Source: an optimization exercise on an open RTL-to-GDS flow (aim: small area, a short achievable clock period and few clock cycles per item). Production flows keep margins and buffers that such runs may drop. Where RTL was checked, it was by simulation tests only, not by an equivalence proof against the original. Function not checked in run 1: the RTL went through the layout flow alone. Power is estimated from default activity; no workload was simulated.

## flow/design.v (module list and top-level ports; edited modules follow where they fit)
// module fa: 4 lines
// module ha: 4 lines
// module mac_lane: 803 lines
// module relu_neuron_array: 68 lines
module relu_neuron_array
#(
    parameter int N          = 18,
    parameter int LANES      = 4,
    parameter int K_MAX      = 256,
    parameter int SHIFT      = 18,
    parameter int LEAK_SHIFT = 3
) (
    input  logic                 clk,
    input  logic                 rst,
    input  logic                 in_valid,
    output logic                 in_ready,
    input  logic                 in_last,
    input  logic [N-1:0]         in_x,
    input  logic [LANES*N-1:0]   in_w,
    output logic                 out_valid,
    input  logic                 out_ready,
    output logic [LANES*N-1:0]   out_data,
    output logic                 err_ovf
);
  // ...
==> flow/flow/run.sh <==
#!/bin/bash
cp standard.sh standard.sh.log
bash standard.sh finish SETUP_SLACK_MARGIN=6.7 > standard.log 2>&1
==> flow/standard.sh <==
#!/bin/bash
# synth_recipe.tcl (not shown) runs the flow's synth.tcl, then flattens the netlist and writes it again
# the make line also repeats each setting of config.mk as NAME=value (left out here)
make -C /OpenROAD-flow-scripts/flow DESIGN_CONFIG=/design/flow/config.mk WORK_HOME=/design/flow/orfs CLKGATE_MAP_FILE= SYNTH_SCRIPT=/design/flow/synth_recipe.tcl "${@:-finish}"
==> flow/config.mk <==
export PLATFORM = sky130hd
export DESIGN_NAME = relu_neuron_array
export DESIGN_NICKNAME = relu_neuron_array
export VERILOG_FILES = /design/flow/design.v
export SDC_FILE = /design/flow/constraint.sdc
export NUM_CORES = 4
export LEC_CHECK = 0
export CAP_MARGIN = 20
export CORE_MARGIN = 2
export CORE_UTILIZATION = 65
export SLEW_MARGIN = 20
export SYNTH_HIERARCHICAL = 1
export SYNTH_MINIMUM_KEEP_SIZE = 0
==> flow/constraint.sdc <==
create_clock -name core_clock -period 10.0 [get_ports {clk}]
set_input_delay 2.0000 -clock core_clock [delete_from_list [all_inputs] [get_ports {clk}]]
set_output_delay 2.0000 -clock core_clock [all_outputs]
set_load 0.01 [all_outputs]
==> impl_metrics.sql, run 1 <==
INSERT INTO impl_metrics (metric_group, metric, value, unit) VALUES
('pwr', 'clkPwrFrac', '12.2', '%'),
('clocking', 'clk_pin_slew', '0.06', 'ns'),
('synthesis', 'syn_inst', '5000', ''),
('synthesis', 'yosys_most_used_dff', 'sky130_fd_sc_hd__dfxtp_1', ''),
('synthesis', 'synth_enable_flop_cells', '68', ''),
('setup_path', 'worst_setup_path_end_kind', 'primary output', ''),
('die', 'top_level_ports', '170', ''),
('clocking', 'cts_inserted_buffers', '74', ''),
('finish', 'most_common_cell_after_layout_fill_and_taps_aside', 'sky130_fd_sc_hd__fa_1', ''),
('route', 'remaining_drc_errors', '0', ''),
('synthesis', 'synthMostInstantiatedCell', 'sky130_fd_sc_hd__fa_1', ''),
('grt', 'grt-busiest-layer', 'met2', ''),
('setup_path', 'flop2flop_setup_slack', '6.66', 'ns'),
('hold_path', 'hold-path-cell-count', '1', ''),
('finish', 'multi_input_area_share', '64.4', '%'),
('die', 'initial_core_util', '65.7', '%'),
('synthesis', 'synth.top_cells.by_count', 'sky130_fd_sc_hd__fa_1 (784), sky130_fd_sc_hd__xnor2_1 (678), sky130_fd_sc_hd__a22oi_1 (612)', ''),
('route', 'detail_route.iter0.violations', '3593', ''),
('status', 'outcome', 'no timing/DRC/antenna violations', ''),
('die', 'floorplan.die.width', '295', 'um'),
('route', 'dr_wl_met2', '70500', 'um'),
('grt', 'grt_use_met1', '47.2', '%'),
('grt', 'grt_overflow', '0', ''),
('pwr', 'max-vdd-ir-drop', '0.000278', 'V'),
('finish', 'multi_input_comb_area', '0.0418', 'sq mm'),
('finish', 'areaGrowthSynthToFinish', '18.2', '%'),
('finish', 'diodes', '1', ''),
('clocking', 'clk_buf_depth', '3', ''),
('grt', 'grt.met3_usage', '8.25', '%'),
('sta', 'hold_viol', '0', ''),
('finish', 'num-nets-final', '6441', ''),
('die', 'dieHeight', '295', 'um'),
('die', 'fp-row-count', '106', ''),
('route', 'wl_met1', '61100', 'um'),
('grt', 'grt_antenna_before_repair', '6', ''),
('pwr', 'cellInternalPower', '13200', 'uW'),
('finish', 'cell_count_final_fillers_out', '6430', '');
==> run 2: changes to the inputs <==
--- a/flow/design.v
+++ b/flow/design.v
@@ -55,39 +55,43 @@
     ha u_s8 ((((one_q[3] & w_q[10]) | (two_q[3] & w_q[9])) ^ neg_q[3]), (((one_q[4] & w_q[8]) | (two_q[4] & w_q[7])) ^ neg_q[4]), s8, c8);
     wire s9, c9;
     fa u_s9 ((acc0_q[17] & keep), (acc1_q[17] & ~clr), (((one_q[0] & w_q[17]) | (two_q[0] & w_q[16])) ^ neg_q[0]), s9, c9);
     wire s10, c10;
     fa u_s10 ((((one_q[1] & w_q[15]) | (two_q[1] & w_q[14])) ^ neg_q[1]), (((one_q[2] & w_q[13]) | (two_q[2] & w_q[12])) ^ neg_q[2]), (((one_q[3] & w_q[11]) | (two_q[3] & w_q[10])) ^ neg_q[3]), s10, c10);
     wire s11, c11;
     ha u_s11 ((((one_q[4] & w_q[9]) | (two_q[4] & w_q[8])) ^ neg_q[4]), (((one_q[5] & w_q[7]) | (two_q[5] & w_q[6])) ^ neg_q[5]), s11, c11);
     wire s12, c12;
-    fa u_s12 (1'b1, (acc0_q[18] & keep), (acc1_q[18] & ~clr), s12, c12);
+    assign s12 = ~((acc0_q[18] & keep) ^ (acc1_q[18] & ~clr));
+    assign c12 = (acc0_q[18] & keep) | (acc1_q[18] & ~clr);
     wire s13, c13;
     fa u_s13 (~(((one_q[0] | two_q[0]) & w_q[17]) ^ neg_q[0]), (((one_q[1] & w_q[16]) | (two_q[1] & w_q[15])) ^ neg_q[1]), (((one_q[2] & w_q[14]) | (two_q[2] & w_q[13])) ^ neg_q[2]), s13, c13);
     wire s14, c14;
     fa u_s14 ((((one_q[3] & w_q[12]) | (two_q[3] & w_q[11])) ^ neg_q[3]), (((one_q[4] & w_q[10]) | (two_q[4] & w_q[9])) ^ neg_q[4]), (((one_q[5] & w_q[8]) | (two_q[5] & w_q[7])) ^ neg_q[5]), s14, c14);
     wire s15, c15;
-    fa u_s15 (1'b1, (acc0_q[19] & keep), (acc1_q[19] & ~clr), s15, c15);
+    assign s15 = ~((acc0_q[19] & keep) ^ (acc1_q[19] & ~clr));
+    assign c15 = (acc0_q[19] & keep) | (acc1_q[19] & ~clr);
     wire s16, c16;
     fa u_s16 ((((one_q[1] & w_q[17]) | (two_q[1] & w_q[16])) ^ neg_q[1]), (((one_q[2] & w_q[15]) | (two_q[2] & w_q[14])) ^ neg_q[2]), (((one_q[3] & w_q[13]) | (two_q[3] & w_q[12])) ^ neg_q[3]), s16, c16);
     wire s17, c17;
     ha u_s17 ((((one_q[4] & w_q[11]) | (two_q[4] & w_q[10])) ^ neg_q[4]), (((one_q[5] & w_q[9]) | (two_q[5] & w_q[8])) ^ neg_q[5]), s17, c17);
     wire s18, c18;
     fa u_s18 ((acc0_q[20] & keep), (acc1_q[20] & ~clr), ~(((one_q[1] | two_q[1]) & w_q[17]) ^ neg_q[1]), s18, c18);
     wire s19, c19;
     fa u_s19 ((((one_q[2] & w_q[16]) | (two_q[2] & w_q[15])) ^ neg_q[2]), (((one_q[3] & w_q[14]) | (two_q[3] & w_q[13])) ^ neg_q[3]), (((one_q[4] & w_q[12]) | (two_q[4] & w_q[11])) ^ neg_q[4]), s19, c19);
     wire s20, c20;
-    fa u_s20 (1'b1, (acc0_q[21] & keep), (acc1_q[21] & ~clr), s20, c20);
+    assign s20 = ~((acc0_q[21] & keep) ^ (acc1_q[21] & ~clr));
+    assign c20 = (acc0_q[21] & keep) | (acc1_q[21] & ~clr);
     wire s21, c21;
     ha u_s21 ((((one_q[2] & w_q[17]) | (two_q[2] & w_q[16])) ^ neg_q[2]), (((one_q[3] & w_q[15]) | (two_q[3] & w_q[14])) ^ neg_q[3]), s21, c21);
     wire s22, c22;
     fa u_s22 ((acc0_q[22] & keep), (acc1_q[22] & ~clr), ~(((one_q[2] | two_q[2]) & w_q[17]) ^ neg_q[2]), s22, c22);
     wire s23, c23;
-    ha u_s23 (1'b1, (acc0_q[23] & keep), s23, c23);
+    assign s23 = ~(acc0_q[23] & keep);
+    assign c23 = (acc0_q[23] & keep);
     wire s24, c24;
     ha u_s24 (neg_q[3], (acc0_q[6] & keep), s24, c24);
     wire s25, c25;
     ha u_s25 ((acc0_q[7] & keep), (acc1_q[7] & ~clr), s25, c25);
     wire s26, c26;
     fa u_s26 (neg_q[4], (acc0_q[8] & keep), (acc1_q[8] & ~clr), s26, c26);
     wire s27, c27;
     ha u_s27 ((((one_q[0] & w_q[8]) | (two_q[0] & w_q[7])) ^ neg_q[0]), (((one_q[1] & w_q[6]) | (two_q[1] & w_q[5])) ^ neg_q[1]), s27, c27);
@@ -181,33 +185,36 @@
     fa u_s71 ((((one_q[8] & w_q[7]) | (two_q[8] & w_q[6])) ^ neg_q[8]), s23, c22, s71, c71);
     wire s72, c72;
     fa u_s72 ((acc0_q[24] & keep), (acc1_q[24] & ~clr), ~(((one_q[3] | two_q[3]) & w_q[17]) ^ neg_q[3]), s72, c72);
     wire s73, c73;
     fa u_s73 ((((one_q[4] & w_q[16]) | (two_q[4] & w_q[15])) ^ neg_q[4]), (((one_q[5] & w_q[14]) | (two_q[5] & w_q[13])) ^ neg_q[5]), (((one_q[6] & w_q[12]) | (two_q[6] & w_q[11])) ^ neg_q[6]), s73, c73);
     wire s74, c74;
     fa u_s74 ((((one_q[7] & w_q[10]) | (two_q[7] & w_q[9])) ^ neg_q[7]), (((one_q[8] & w_q[8]) | (two_q[8] & w_q[7])) ^ neg_q[8]), c23, s74, c74);
     wire s75, c75;
-    fa u_s75 (1'b1, (acc0_q[25] & keep), (acc1_q[25] & ~clr), s75, c75);
+    assign s75 = ~((acc0_q[25] & keep) ^ (acc1_q[25] & ~clr));
+    assign c75 = (acc0_q[25] & keep) | (acc1_q[25] & ~clr);
     wire s76, c76;
     fa u_s76 ((((one_q[4] & w_q[17]) | (two_q[4] & w_q[16])) ^ neg_q[4]), (((one_q[5] & w_q[15]) | (two_q[5] & w_q[14])) ^ neg_q[5]), (((one_q[6] & w_q[13]) | (two_q[6] & w_q[12])) ^ neg_q[6]), s76, c76);
     wire s77, c77;
     ha u_s77 ((((one_q[7] & w_q[11]) | (two_q[7] & w_q[10])) ^ neg_q[7]), (((one_q[8] & w_q[9]) | (two_q[8] & w_q[8])) ^ neg_q[8]), s77, c77);
     wire s78, c78;
     fa u_s78 ((acc0_q[26] & keep), (acc1_q[26] & ~clr), ~(((one_q[4] | two_q[4]) & w_q[17]) ^ neg_q[4]), s78, c78);
     wire s79, c79;
     fa u_s79 ((((one_q[5] & w_q[16]) | (two_q[5] & w_q[15])) ^ neg_q[5]), (((one_q[6] & w_q[14]) | (two_q[6] & w_q[13])) ^ neg_q[6]), (((one_q[7] & w_q[12]) | (two_q[7] & w_q[11])) ^ neg_q[7]), s79, c79);
     wire s80, c80;
-    fa u_s80 (1'b1, (acc0_q[27] & keep), (acc1_q[27] & ~clr), s80, c80);
+    assign s80 = ~((acc0_q[27] & keep) ^ (acc1_q[27] & ~clr));
+    assign c80 = (acc0_q[27] & keep) | (acc1_q[27] & ~clr);
     wire s81, c81;
     ha u_s81 ((((one_q[5] & w_q[17]) | (two_q[5] & w_q[16])) ^ neg_q[5]), (((one_q[6] & w_q[15]) | (two_q[6] & w_q[14])) ^ neg_q[6]), s81, c81);
     wire s82, c82;
     fa u_s82 ((acc0_q[28] & keep), (acc1_q[28] & ~clr), ~(((one_q[5] | two_q[5]) & w_q[17]) ^ neg_q[5]), s82, c82);
     wire s83, c83;
-    ha u_s83 (1'b1, (acc0_q[29] & keep), s83, c83);
+    assign s83 = ~(acc0_q[29] & keep);
+    assign c83 = (acc0_q[29] & keep);
     wire s84, c84;
     ha u_s84 (neg_q[1], (acc0_q[2] & keep), s84, c84);
     wire s85, c85;
     ha u_s85 ((acc0_q[3] & keep), (acc1_q[3] & ~clr), s85, c85);
     wire s86, c86;
     fa u_s86 (neg_q[2], (acc0_q[4] & keep), (acc1_q[4] & ~clr), s86, c86);
     wire s87, c87;
     ha u_s87 ((((one_q[0] & w_q[4]) | (two_q[0] & w_q[3])) ^ neg_q[0]), (((one_q[1] & w_q[2]) | (two_q[1] & w_q[1])) ^ neg_q[1]), s87, c87);
@@ -311,23 +318,25 @@
     fa u_s136 ((acc1_q[29] & ~clr), (((one_q[6] & w_q[17]) | (two_q[6] & w_q[16])) ^ neg_q[6]), (((one_q[7] & w_q[15]) | (two_q[7] & w_q[14])) ^ neg_q[7]), s136, c136);
     wire s137, c137;
     fa u_s137 ((((one_q[8] & w_q[13]) | (two_q[8] & w_q[12])) ^ neg_q[8]), s83, c82, s137, c137);
     wire s138, c138;
     fa u_s138 ((acc0_q[30] & keep), (acc1_q[30] & ~clr), ~(((one_q[6] | two_q[6]) & w_q[17]) ^ neg_q[6]), s138, c138);
     wire s139, c139;
     fa u_s139 ((((one_q[7] & w_q[16]) | (two_q[7] & w_q[15])) ^ neg_q[7]), (((one_q[8] & w_q[14]) | (two_q[8] & w_q[13])) ^ neg_q[8]), c83, s139, c139);
     wire s140, c140;
-    fa u_s140 (1'b1, (acc0_q[31] & keep), (acc1_q[31] & ~clr), s140, c140);
+    assign s140 = ~((acc0_q[31] & keep) ^ (acc1_q[31] & ~clr));
+    assign c140 = (acc0_q[31] & keep) | (acc1_q[31] & ~clr);
     wire s141, c141;
     ha u_s141 ((((one_q[7] & w_q[17]) | (two_q[7] & w_q[16])) ^ neg_q[7]), (((one_q[8] & w_q[15]) | (two_q[8] & w_q[14])) ^ neg_q[8]), s141, c141);
     wire s142, c142;
     fa u_s142 ((acc0_q[32] & keep), (acc1_q[32] & ~clr), ~(((one_q[7] | two_q[7]) & w_q[17]) ^ neg_q[7]), s142, c142);
     wire s143, c143;
-    ha u_s143 (1'b1, (acc0_q[33] & keep), s143, c143);
+    assign s143 = ~(acc0_q[33] & keep);
+    assign c143 = (acc0_q[33] & keep);
     wire s144, c144;
     ha u_s144 (neg_q[0], (acc0_q[0] & keep), s144, c144);
     wire s145, c145;
     ha u_s145 ((acc0_q[1] & keep), (acc1_q[1] & ~clr), s145, c145);
     wire s146, c146;
     fa u_s146 ((acc1_q[2] & ~clr), (((one_q[0] & w_q[2]) | (two_q[0] & w_q[1])) ^ neg_q[0]), ((one_q[1] & w_q[0]) ^ neg_q[1]), s146, c146);
     wire s147, c147;
     fa u_s147 ((((one_q[0] & w_q[3]) | (two_q[0] & w_q[2])) ^ neg_q[0]), (((one_q[1] & w_q[1]) | (two_q[1] & w_q[0])) ^ neg_q[1]), c84, s147, c147);
@@ -389,33 +398,42 @@
     fa u_s175 (s140, s141, c138, s175, c175);
     wire s176, c176;
     fa u_s176 ((((one_q[8] & w_q[16]) | (two_q[8] & w_q[15])) ^ neg_q[8]), c140, c141, s176, c176);
     wire s177, c177;
     fa u_s177 ((acc1_q[33] & ~clr), (((one_q[8] & w_q[17]) | (two_q[8] & w_q[16])) ^ neg_q[8]), s143, s177, c177);
     wire s178, c178;
     fa u_s178 ((acc0_q[34] & keep), (acc1_q[34] & ~clr), ~(((one_q[8] | two_q[8]) & w_q[17]) ^ neg_q[8]), s178, c178);
     wire s179, c179;
-    ha u_s179 (1'b1, (acc0_q[35] & keep), s179, c179);
+    assign s179 = ~(acc0_q[35] & keep);
+    assign c179 = (acc0_q[35] & keep);
     wire s180, c180;
-    ha u_s180 (1'b1, (acc0_q[36] & keep), s180, c180);
+    assign s180 = ~(acc0_q[36] & keep);
+    assign c180 = (acc0_q[36] & keep);
     wire s181, c181;
-    ha u_s181 (1'b1, (acc0_q[37] & keep), s181, c181);
+    assign s181 = ~(acc0_q[37] & keep);
+    assign c181 = (acc0_q[37] & keep);
     wire s182, c182;
-    ha u_s182 (1'b1, (acc0_q[38] & keep), s182, c182);
+    assign s182 = ~(acc0_q[38] & keep);
+    assign c182 = (acc0_q[38] & keep);
     wire s183, c183;
-    ha u_s183 (1'b1, (acc0_q[39] & keep), s183, c183);
+    assign s183 = ~(acc0_q[39] & keep);
+    assign c183 = (acc0_q[39] & keep);
     wire s184, c184;
-    ha u_s184 (1'b1, (acc0_q[40] & keep), s184, c184);
+    assign s184 = ~(acc0_q[40] & keep);
+    assign c184 = (acc0_q[40] & keep);
     wire s185, c185;
-    ha u_s185 (1'b1, (acc0_q[41] & keep), s185, c185);
+    assign s185 = ~(acc0_q[41] & keep);
+    assign c185 = (acc0_q[41] & keep);
     wire s186, c186;
-    ha u_s186 (1'b1, (acc0_q[42] & keep), s186, c186);
+    assign s186 = ~(acc0_q[42] & keep);
+    assign c186 = (acc0_q[42] & keep);
     wire s187, c187;
-    ha u_s187 (1'b1, (acc0_q[43] & keep), s187, c187);
+    assign s187 = ~(acc0_q[43] & keep);
+    assign c187 = (acc0_q[43] & keep);
     wire s188, c188;
     ha u_s188 ((acc1_q[0] & ~clr), ((one_q[0] & w_q[0]) ^ neg_q[0]), s188, c188);
     wire s189, c189;
     fa u_s189 ((((one_q[0] & w_q[1]) | (two_q[0] & w_q[0])) ^ neg_q[0]), c144, s145, s189, c189);
     wire s190, c190;
     fa u_s190 (c145, s84, s146, s190, c190);
     wire s191, c191;
     fa u_s191 (s85, c146, s147, s191, c191);
==> flow/flow/run.sh (replaced) <==
#!/bin/bash
cp standard.sh standard.sh.log
bash standard.sh finish SETUP_SLACK_MARGIN=6.3 "BUFFER_PORTS_ARGS=-buffer_cell sky130_fd_sc_hd__buf_1" > standard.log 2>&1
==> flow/config.mk (replaced) <==
export PLATFORM = sky130hd
export DESIGN_NAME = relu_neuron_array
export DESIGN_NICKNAME = relu_neuron_array
export VERILOG_FILES = /design/flow/design.v
export SDC_FILE = /design/flow/constraint.sdc
export NUM_CORES = 4
export LEC_CHECK = 0
export CAP_MARGIN = 20
export CORE_MARGIN = 2
export CORE_UTILIZATION = 65
export CTS_BUF_LIST = sky130_fd_sc_hd__clkbuf_8
export SLEW_MARGIN = 20
export SYNTH_HIERARCHICAL = 1
export SYNTH_MINIMUM_KEEP_SIZE = 0
==> impl_metrics.sql, run 2 <==
INSERT INTO impl_metrics (metric_group, metric, value, unit) VALUES
('grt', 'maximum_number_of_pins_on_one_net_before_global_route_repair', '83', ''),
('clocking', 'tritoncts', 'done', ''),
('synthesis', 'synthesis.area', '0.0544', 'sq mm'),
('synthesis', 'xor_xnor_share_of_the_synthesized_area', '12.6', '%'),
('route', 'vias_per_cell', '6.28', ''),
('grt', 'grt_pass1_vias', '40200', ''),
('clocking', 'post_cts_hold_buffer_count', '0', ''),
('clocking', 'cts_num_sinks', '622', ''),
('job', 'cap_viol_max_count', '0', ''),
('grt', 'tot_gr_track_use', '33.3', '%'),
('finish', 'drive_gt1_share', '8.38', '%'),
('synthesis', 'synth-compound-area-share', '14.3', '%'),
('die', 'top_level_ports', '170', ''),
('grt', 'grt_first_pass_wirelength', '224000', 'um'),
('sta', 'rsz0062_at_grt', 'true', ''),
('sta', 'final_min_period_over_clock_period', '36.6', '%'),
('pwr', 'max-vdd-ir-drop', '0.000266', 'V'),
('sta', 'hold_viol', '0', ''),
('synthesis', 'synth_mux_area_share', '0.287', '%'),
('placement', 'dpl-instance-area', '0.0552', 'sq mm'),
('synthesis', 'synth-async-reset-ratio', '2.25', '%'),
('synthesis', 'synth-adder-area-share', '34.9', '%'),
('synthesis', 'yosysSeqAreaShare', '24.3', '%'),
('clocking', 'cts.root.buffer_cell', 'sky130_fd_sc_hd__clkbuf_8', ''),
('sta', 'relSlewSlack', '23.4', '%'),
('die', 'dieHeight', '293', 'um'),
('sta', 'tightest_hold_margin', '0.481', 'ns'),
('setup_path', 'timing.critical_path.from', 'g_lane[0].u_lane.w_q[10]', ''),
('synthesis', 'ys_warn_count', '8', ''),
('setup_path', 'r2r-start', 'g_lane[0].u_lane.w_q[10]', ''),
('clocking', 'cts_inserted_buffers', '110', ''),
('die', 'initial_core_util', '65.3', '%'),
('setup_path', 'crit_arrival', '4.28', 'ns'),
('hold_path', 'hold_start', 'err_q', ''),
('die', 'fp-row-count', '106', ''),
('route', 'via_count', '38700', ''),
('setup_path', 'critical_path_class', 'register to register', ''),
('route', 'detail_route.iter0.violations', '3189', ''),
('grt', 'grt_antenna_before_repair', '5', ''),
('route', 'remaining_drc_errors', '0', ''),
('route', 'final_routed_wirelength_across_all_metal_layers', '141000', 'um'),
('clocking', 'cts-htree-levels', '3', ''),
('finish', 'postLayoutCellArea', '0.0580', 'sq mm'),
('route', 'detailedRoute.firstPassIterationCount', '6', ''),
('synthesis', 'syn-mean-instance-area', '10.7', 'sq um'),
('clocking', 'clkLatencyLatePin', '0.77', 'ns'),
('die', 'fp.dieArea', '0.0860', 'sq mm'),
('finish', 'largest_registers', 'g_lane.u_lane.acc0_q (176), g_lane.u_lane.acc1_q (176), g_lane.u_lane.w_q (72)', ''),
('sta', 'worstMarginPinSlew', '1.15', 'ns'),
('pwr', 'power_density', '394', 'mW/mm^2'),
('clocking', 'clk_buf_depth', '3', ''),
('finish', 'most_common_cell_after_layout_fill_and_taps_aside', 'sky130_fd_sc_hd__fa_1', ''),
('sta', 'totalNegativeSetupSlack', '0', 'ns'),
('sta', 'skew', '0.0462', 'ns'),
('route', 'routed_wire_length_per_instance', '22.9', 'um'),
('placement', 'io_buffer_count', '165', ''),
('die', 'placeableCoreArea', '0.0833', 'sq mm'),
('sta', 'setup_viol_count_final', '0', ''),
('synthesis', 'post_synth_num_cell_types', '70', ''),
('finish', 'areaGrowthSynthToFinish', '6.53', '%'),
('sta', 'max_clock_freq', '273', 'MHz'),
('setup_path', 'worst-path-max-fanout', '10', ''),
('synthesis', 'synth_enable_flop_cells', '68', ''),
('grt', 'grt_overflow', '0', ''),
('synthesis', 'combinational_family_with_the_most_area_after_synthesis', 'adder cells', ''),
('synthesis', 'synth_seq_cells', '622', ''),
('synthesis', 'synth.top_cells.by_count', 'sky130_fd_sc_hd__fa_1 (760), sky130_fd_sc_hd__xnor2_1 (683), sky130_fd_sc_hd__a22oi_1 (612)', ''),
('placement', 'detailedPlacementHpwl', '95600', 'um'),
('setup_path', 'worst_setup_path_end_kind', 'register', ''),
('finish', 'final_cell_mix', 'sky130_fd_sc_hd__fa_1 (760), sky130_fd_sc_hd__xnor2_1 (683), sky130_fd_sc_hd__a22oi_1 (612), sky130_fd_sc_hd__dfxtp_1 (465), sky130_fd_sc_hd__ha_1 (301)', ''),
('hold_path', 'worstHoldPathType', 'register to register', ''),
('setup_path', 'critPathLaunchType', 'register', ''),
('synthesis', 'post_synth_main_area_contributors', 'sky130_fd_sc_hd__fa_1 (28%), sky130_fd_sc_hd__dfxtp_1 (20%), sky130_fd_sc_hd__xnor2_1 (11%), sky130_fd_sc_hd__a22oi_1 (8.4%), sky130_fd_sc_hd__ha_1 (6.9%)', ''),
('synthesis', 'yosys.area.top_type', 'sky130_fd_sc_hd__fa_1', ''),
('die', 'floorplan.die.width', '293', 'um'),
('clocking', 'clk_pin_slew', '0.06', 'ns'),
('synthesis', 'synthMostInstantiatedCell', 'sky130_fd_sc_hd__fa_1', ''),
('finish', 'num-nets-final', '6147', ''),
('sta', 'post_route_minimum_period', '3.66', 'ns'),
('synthesis', 'yosys_most_used_dff', 'sky130_fd_sc_hd__dfxtp_1', ''),
('synthesis', 'area_share_of_the_leading_cell_type_in_the_synthesized_netlist', '28.0', '%'),
('synthesis', 'syn_inst', '5066', ''),
('pwr', 'static-leakage-power', '0.0228', 'uW'),
('synthesis', 'synthSimpleGateAreaFrac', '9.38', '%'),
('route', 'final_antenna_net_count', '0', ''),
('setup_path', 'required', '10.62', 'ns'),
('status', 'outcome', 'no timing/DRC/antenna violations', ''),
('sta', 'slew_viol_final', '0', ''),
('placement', 'globalplace.congestion', '0.876', '');
[run 2: cells by family after synthesis]
group / Yosys count
AOI/OAI and AO/OA: 1064
muxes: 13
and+or+nand+nor: 935
adders and majority gates: 1062
buffers and inverters: 586
other: 1
DFF: 622
xor gates and xnor gates: 783
[run 2: per-module statistics from Yosys, one instance, submodules excluded]
| module | cells inside | area (sq um) | flip-flops and latches | times used |
|---|---|---|---|---|
| ha | 1 | 12.5 | 0 | 272 |
| mac_lane | 991 | 8770 | 152 | 4 |
| fa | 1 | 20.0 | 0 | 760 |
| relu_neuron_array | 70 | 714 | 14 | 1 |
[run 2: final timing paths]
kind                                                    end  slack, ns  cells after the start
worst max-delay path            g_lane[0].u_lane.acc0_q[19]       6.34                      8
worst min-delay path                                  err_q       0.48                      2
worst max register to register  g_lane[0].u_lane.acc0_q[19]       6.34                      8
worst min register to register                        err_q       0.48                      2
max in group asynchronous                               p_q       8.22                      1
min in group asynchronous                          cnt_q[6]       1.29                      1
[run 2: what timing repair did]
| action | in CTS | in global routing |
|---|---|---|
| pin swaps | 5 | 1 |
| hold endpoints to repair | 0 | 0 |
| gates resized for setup | 48 | 39 |
| endpoints found under the setup margin | 103 | 78 |
| cloned | 0 | 0 |
| buffers inserted | 8 | 1 |
[run 2: layout make-up]
type                            count  area [sq um]
Multi-Input combinational cell   3861         38900
Fill cell                        6490         25300
Sequential cell                   622         13300
Clock buffer                      132          1820
Tap cell                         1080          1350
Timing Repair Buffer              255          1340
Clock inverter                     71           691
Inverter                          141           529
Antenna cell                        1          2.50
[run 2: stage by stage]
stage,total power (uW),setup WS (ns),std cells,utilization (%)
6_report,22800,6.34,6163,69.6
5_1_grt,25400,6.28,6163,69.6
4_1_cts,23000,6.29,6161,69.5
3_5_place_dp,20100,5.83,5950,66.3
3_3_place_gp,19500,5.94,5950,66.3
2_1_floorplan,16300,6.48,5069,-
[run 2: critical path, stage by stage (launching register included)]
cell,delay [ns]
sky130_fd_sc_hd__dfxtp_1,0.73
sky130_fd_sc_hd__buf_4,0.30
sky130_fd_sc_hd__a22oi_1,0.12
sky130_fd_sc_hd__xnor2_1,0.16
sky130_fd_sc_hd__ha_1,0.32
sky130_fd_sc_hd__fa_1,0.51
sky130_fd_sc_hd__fa_1,0.44
sky130_fd_sc_hd__fa_1,0.54
sky130_fd_sc_hd__fa_1,0.41
[run 2: where the power goes]
group          switching (uW)  leakage, uW  total (uW)  internal, uW
clock network            1160      0.00136        2690          1540
registers                 706      0.00535        4750          4050
logic                    8460       0.0161       15400          6920
total                   10300       0.0228       22800         12500
[run 2: layer usage]
metal / GRT usage [%] / wire, um
met1: 47.1 / 59500
met2: 50.9 / 62900
met3: 7.56 / 13700
met4: 11.1 / 4660
met5: 0 / 34
Testbench counts of run 2, summed over its fixed seeds: cycles 16,199, vectors 480.
==> run 3: changes to the inputs <==
==> flow/flow/run.sh (replaced) <==
#!/bin/bash
cp standard.sh standard.sh.log
bash standard.sh finish SETUP_SLACK_MARGIN=6.3 "BUFFER_PORTS_ARGS=-buffer_cell sky130_fd_sc_hd__buf_2" > standard.log 2>&1
--- a/flow/config.mk
+++ b/flow/config.mk
@@ -8,7 +8,7 @@
 export CAP_MARGIN = 20
 export CORE_MARGIN = 2
 export CORE_UTILIZATION = 65
-export CTS_BUF_LIST = sky130_fd_sc_hd__clkbuf_8
+export CTS_BUF_LIST = sky130_fd_sc_hd__clkbuf_4 sky130_fd_sc_hd__clkbuf_8
 export SLEW_MARGIN = 20
 export SYNTH_HIERARCHICAL = 1
 export SYNTH_MINIMUM_KEEP_SIZE = 0
==> impl_metrics.sql, run 3 <==
INSERT INTO impl_metrics (metric_group, metric, value, unit) VALUES
('clocking', 'cts_inserted_buffers', '111', ''),
('synthesis', 'ys_warn_count', '8', ''),
('synthesis', 'post_synth_main_area_contributors', 'sky130_fd_sc_hd__fa_1 (28%), sky130_fd_sc_hd__dfxtp_1 (20%), sky130_fd_sc_hd__xnor2_1 (11%), sky130_fd_sc_hd__a22oi_1 (8.4%), sky130_fd_sc_hd__ha_1 (6.9%)', ''),
('grt', 'grt_first_pass_wirelength', '225000', 'um'),
('placement', 'io_buffer_count', '165', ''),
('setup_path', 'cell_chain_of_the_critical_path', 'maj3_2 -> inv_1 -> buf_2', ''),
('synthesis', 'syn_inst', '5066', ''),
('setup_path', 'worst-path-max-fanout', '2', ''),
('setup_path', 'critPathMaxStageDelay', '0.39', 'ns'),
('synthesis', 'synthesis.area', '0.0544', 'sq mm'),
('clocking', 'tritoncts', 'done', ''),
('hold_path', 'worstHoldPathType', 'register to register', ''),
('grt', 'grt_overflow', '0', ''),
('placement', 'globalplace.congestion', '0.884', ''),
('synthesis', 'yosysSeqAreaShare', '24.3', '%'),
('clocking', 'cts-htree-levels', '3', ''),
('finish', 'largest_registers', 'g_lane.u_lane.acc0_q (176), g_lane.u_lane.acc1_q (176), g_lane.u_lane.w_q (72)', ''),
('setup_path', 'reg2regPathDepth', '6', ''),
('sta', 'rsz0062_at_grt', 'true', ''),
('setup_path', 'critPathLaunchType', 'register', ''),
('sta', 'totalNegativeSetupSlack', '0', 'ns'),
('sta', 'final_min_period_over_clock_period', '36.5', '%'),
('pwr', 'power_density', '394', 'mW/mm^2'),
('route', 'remaining_drc_errors', '0', ''),
('pwr', 'p_total', '22900', 'uW'),
('synthesis', 'syn-mean-instance-area', '10.7', 'sq um'),
('finish', 'drive_gt1_share', '12.0', '%'),
('synthesis', 'synth-async-reset-ratio', '2.25', '%'),
('route', 'final_routed_wirelength_across_all_metal_layers', '140000', 'um'),
('pwr', 'max-vdd-ir-drop', '0.000244', 'V'),
('finish', 'final_util', '69.9', '%'),
('grt', 'tot_gr_track_use', '33.2', '%'),
('synthesis', 'synthMostInstantiatedCell', 'sky130_fd_sc_hd__fa_1', ''),
('synthesis', 'post_synth_num_cell_types', '70', ''),
('hold_path', 'hold_start', 'err_q', ''),
('grt', 'maximum_number_of_pins_on_one_net_before_global_route_repair', '88', ''),
('status', 'outcome', 'no timing/DRC/antenna violations', ''),
('pwr', 'clkPwrFrac', '12.1', '%'),
('setup_path', 'worstReg2RegEnd', 'g_lane[3].u_lane.acc0_q[17]', ''),
('sta', 'slew_viol_final', '0', ''),
('grt', 'grt_antenna_before_repair', '5', ''),
('setup_path', 'critical_path_class', 'register to primary output', ''),
('pwr', 'static-leakage-power', '0.0232', 'uW'),
('route', 'via_count', '38600', ''),
('sta', 'post_route_minimum_period', '3.65', 'ns'),
('clocking', 'cts_num_sinks', '622', ''),
('die', 'floorplan.die.width', '293', 'um'),
('synthesis', 'yosys_most_used_dff', 'sky130_fd_sc_hd__dfxtp_1', ''),
('sta', 'relSlewSlack', '26.4', '%'),
('placement', 'detailedPlacementHpwl', '95700', 'um'),
('die', 'initial_core_util', '65.3', '%'),
('synthesis', 'yosys.area.top_type', 'sky130_fd_sc_hd__fa_1', ''),
('route', 'vias_per_cell', '6.27', ''),
('route', 'routed_wire_length_per_instance', '22.7', 'um'),
('clocking', 'clk_buf_depth', '3', ''),
('finish', 'num-nets-final', '6136', ''),
('sta', 'hold_viol', '0', ''),
('placement', 'dpl-instance-area', '0.0553', 'sq mm'),
('pwr', 'sequential_cell_fraction_of_total_power', '20.8', '%'),
('finish', 'postLayoutCellArea', '0.0582', 'sq mm'),
('setup_path', 'crit_arrival', '1.65', 'ns'),
('sta', 'worstMarginPinSlew', '1.09', 'ns'),
('clocking', 'post_cts_hold_buffer_count', '0', ''),
('setup_path', 'timing.critical_path.from', 'p_q', ''),
('die', 'dieHeight', '293', 'um'),
('clocking', 'cts.root.buffer_cell', 'sky130_fd_sc_hd__clkbuf_8', ''),
('finish', 'final_cell_mix', 'sky130_fd_sc_hd__fa_1 (760), sky130_fd_sc_hd__xnor2_1 (683), sky130_fd_sc_hd__a22oi_1 (612), sky130_fd_sc_hd__dfxtp_1 (454), sky130_fd_sc_hd__ha_1 (301)', ''),
('pwr', 'switchingPower', '10300', 'uW'),
('synthesis', 'synth_enable_flop_cells', '68', ''),
('die', 'placeableCoreArea', '0.0833', 'sq mm'),
('setup_path', 'flop2flop_setup_slack', '6.37', 'ns'),
('synthesis', 'area_share_of_the_leading_cell_type_in_the_synthesized_netlist', '28.0', '%'),
('setup_path', 'critical-path-slowest-cell', 'sky130_fd_sc_hd__dfrtp_1', ''),
('pwr', 'cellInternalPower', '12600', 'uW'),
('setup_path', 'worst_setup_path_end_kind', 'primary output', ''),
('pwr', 'combPwrFrac', '67.1', '%'),
('sta', 'max_clock_freq', '274', 'MHz'),
('route', 'final_antenna_net_count', '0', ''),
('die', 'top_level_ports', '170', ''),
('grt', 'grt_pass1_vias', '40300', ''),
('sta', 'setup_viol_count_final', '0', ''),
('clocking', 'clkLatencyLatePin', '0.77', 'ns'),
('sta', 'skew', '0.0347', 'ns'),
('pwr', 'p_sw_share', '44.9', '%'),
('route', 'detailedRoute.firstPassIterationCount', '8', ''),
('synthesis', 'synth.top_cells.by_count', 'sky130_fd_sc_hd__fa_1 (760), sky130_fd_sc_hd__xnor2_1 (683), sky130_fd_sc_hd__a22oi_1 (612)', ''),
('setup_path', 'r2r-start', 'g_lane[3].u_lane.w_q[5]', ''),
('route', 'detail_route.iter0.violations', '3058', ''),
('finish', 'areaGrowthSynthToFinish', '6.95', '%'),
('die', 'fp.dieArea', '0.0860', 'sq mm'),
('die', 'fp-row-count', '106', ''),
('setup_path', 'required', '8.00', 'ns'),
('finish', 'most_common_cell_after_layout_fill_and_taps_aside', 'sky130_fd_sc_hd__fa_1', ''),
('synthesis', 'synth_seq_cells', '622', ''),
('setup_path', 'critPathCapture', 'in_ready', ''),
('clocking', 'clk_pin_slew', '0.06', 'ns'),
('finish', 'fillers', '6409', ''),
('job', 'cap_viol_max_count', '0', '');
==> run 3: cell counts after synthesis <==
No cell type changed its count.
==> run 3: worst max-delay path: cells and delay by family (launching register included) <==
family	cells	cell delay, ns
fa+ha+maj	1	0.34
buf+inv	2	0.18
flops	1	0.39
==> run 3: logic make-up after synthesis <==
group / synth area share, %
AO/OA/AOI/OAI: 14.3
XOR/XNOR: 12.6
adder cells (fa/ha/maj): 34.9
buffers and inverters: 4.27
flip-flops: 24.3
multiplexers: 0.287
other: 0.00689
AND/OR/NAND/NOR: 9.38
==> run 3: what timing repair did <==
action,4_1_cts,5_1_grt
pin swaps,5,2
resized for setup,43,55
buffers inserted,9,3
setup endpoints to repair,102,127
==> run 3: worst min path at each step <==
stage / cells after the start / slack, ns / endpoint
after floorplan: 1 / 0.45 / g_lane[0].u_lane.acc0_q[0]
after global placement: 2 / 0.44 / err_q
after detailed placement: 2 / 0.45 / err_q
after CTS: 2 / 0.47 / err_q
after global routing: 2 / 0.49 / err_q
final: 2 / 0.47 / err_q
==> run 3: per-module statistics from Yosys, one instance, submodules excluded <==
module	cells	times used
mac_lane	991	4
relu_neuron_array	70	1
fa	1	760
ha	1	272
==> run 3: power groups by stage <==
stage | Clock, uW | Sequential [uW] | Combinational [uW]
floorplan | 0 | 4480 | 11800
global placement | 0 | 4770 | 14700
detailed placement | 0 | 4780 | 15300
CTS | 2840 | 4750 | 15400
global route | 2930 | 4870 | 17800
finish | 2780 | 4770 | 15400
==> run 3: area by class of cell <==
class	instances	area, sq um	share of cell area, %
diodes	4	10.0	0.0172
clock buffers	160	2080	3.58
clock inverters	42	490	0.843
inverters	141	529	0.910
multi-input cells	3861	38900	66.9
flip-flops and latches	622	13300	22.9
well taps	1080	1350	2.32
repair buffers	243	1480	2.54
==> run 3: routing by layer <==
layer	share of wire [%]	vias up	track usage [%]	wire (um)
met1	43	19300	46.9	59700
met5	0.016	-	0	22
met3	9.7	267	7.69	13500
li1	-	17200	-	-
met2	45	1854	51.4	63400
met4	2.4	4	10.0	3380
==> run 3: metrics by stage <==
stage               hold slack, ns  cells  worst slack, ns
detailed placement           0.450   5935             5.86
CTS                          0.470   6146             6.27
global placement             0.440   5935             5.96
finish                       0.469   6153             6.35
floorplan                    0.453   5069             6.48
global route                 0.488   6153             6.28

## afterwards: timing with drivers on the ports
The results above use ideal ports. As a check the final layouts listed here were re-extracted and re-timed, cells and wires unchanged. Step 1, drivers: a clkbuf_16 drives clk and a buf_2 each remaining input, both assumed. Step 2 adds t to the input delays and takes it off the output delays; t is the mean of the earliest and latest rising clock arrival at the registers after step 1. Input paths then give back, and output paths get back, about the clock's delay inside the block. Slacks: no drivers / after step 1 / after step 2; pairs: no drivers / after step 1.
run	t, ns	setup WS [ns]	worst setup path after step 2	latest minus earliest clock arrival (ns)	cell pins on the clock port's net
run 1	0.702	6.459 / 6.388 / 6.120	input to register	0.031 / 0.031	1
run 2	0.811	6.335 / 6.312 / 6.153	input to register	0.050 / 0.050	1
run 3	0.820	6.346 / 6.278 / 6.179	input to register	0.036 / 0.036	1
After both steps setup and hold are still met in every run listed. The setup slack of run 1, which loses most, moves by -0.071 ns with the drivers and by -0.339 ns with both steps.
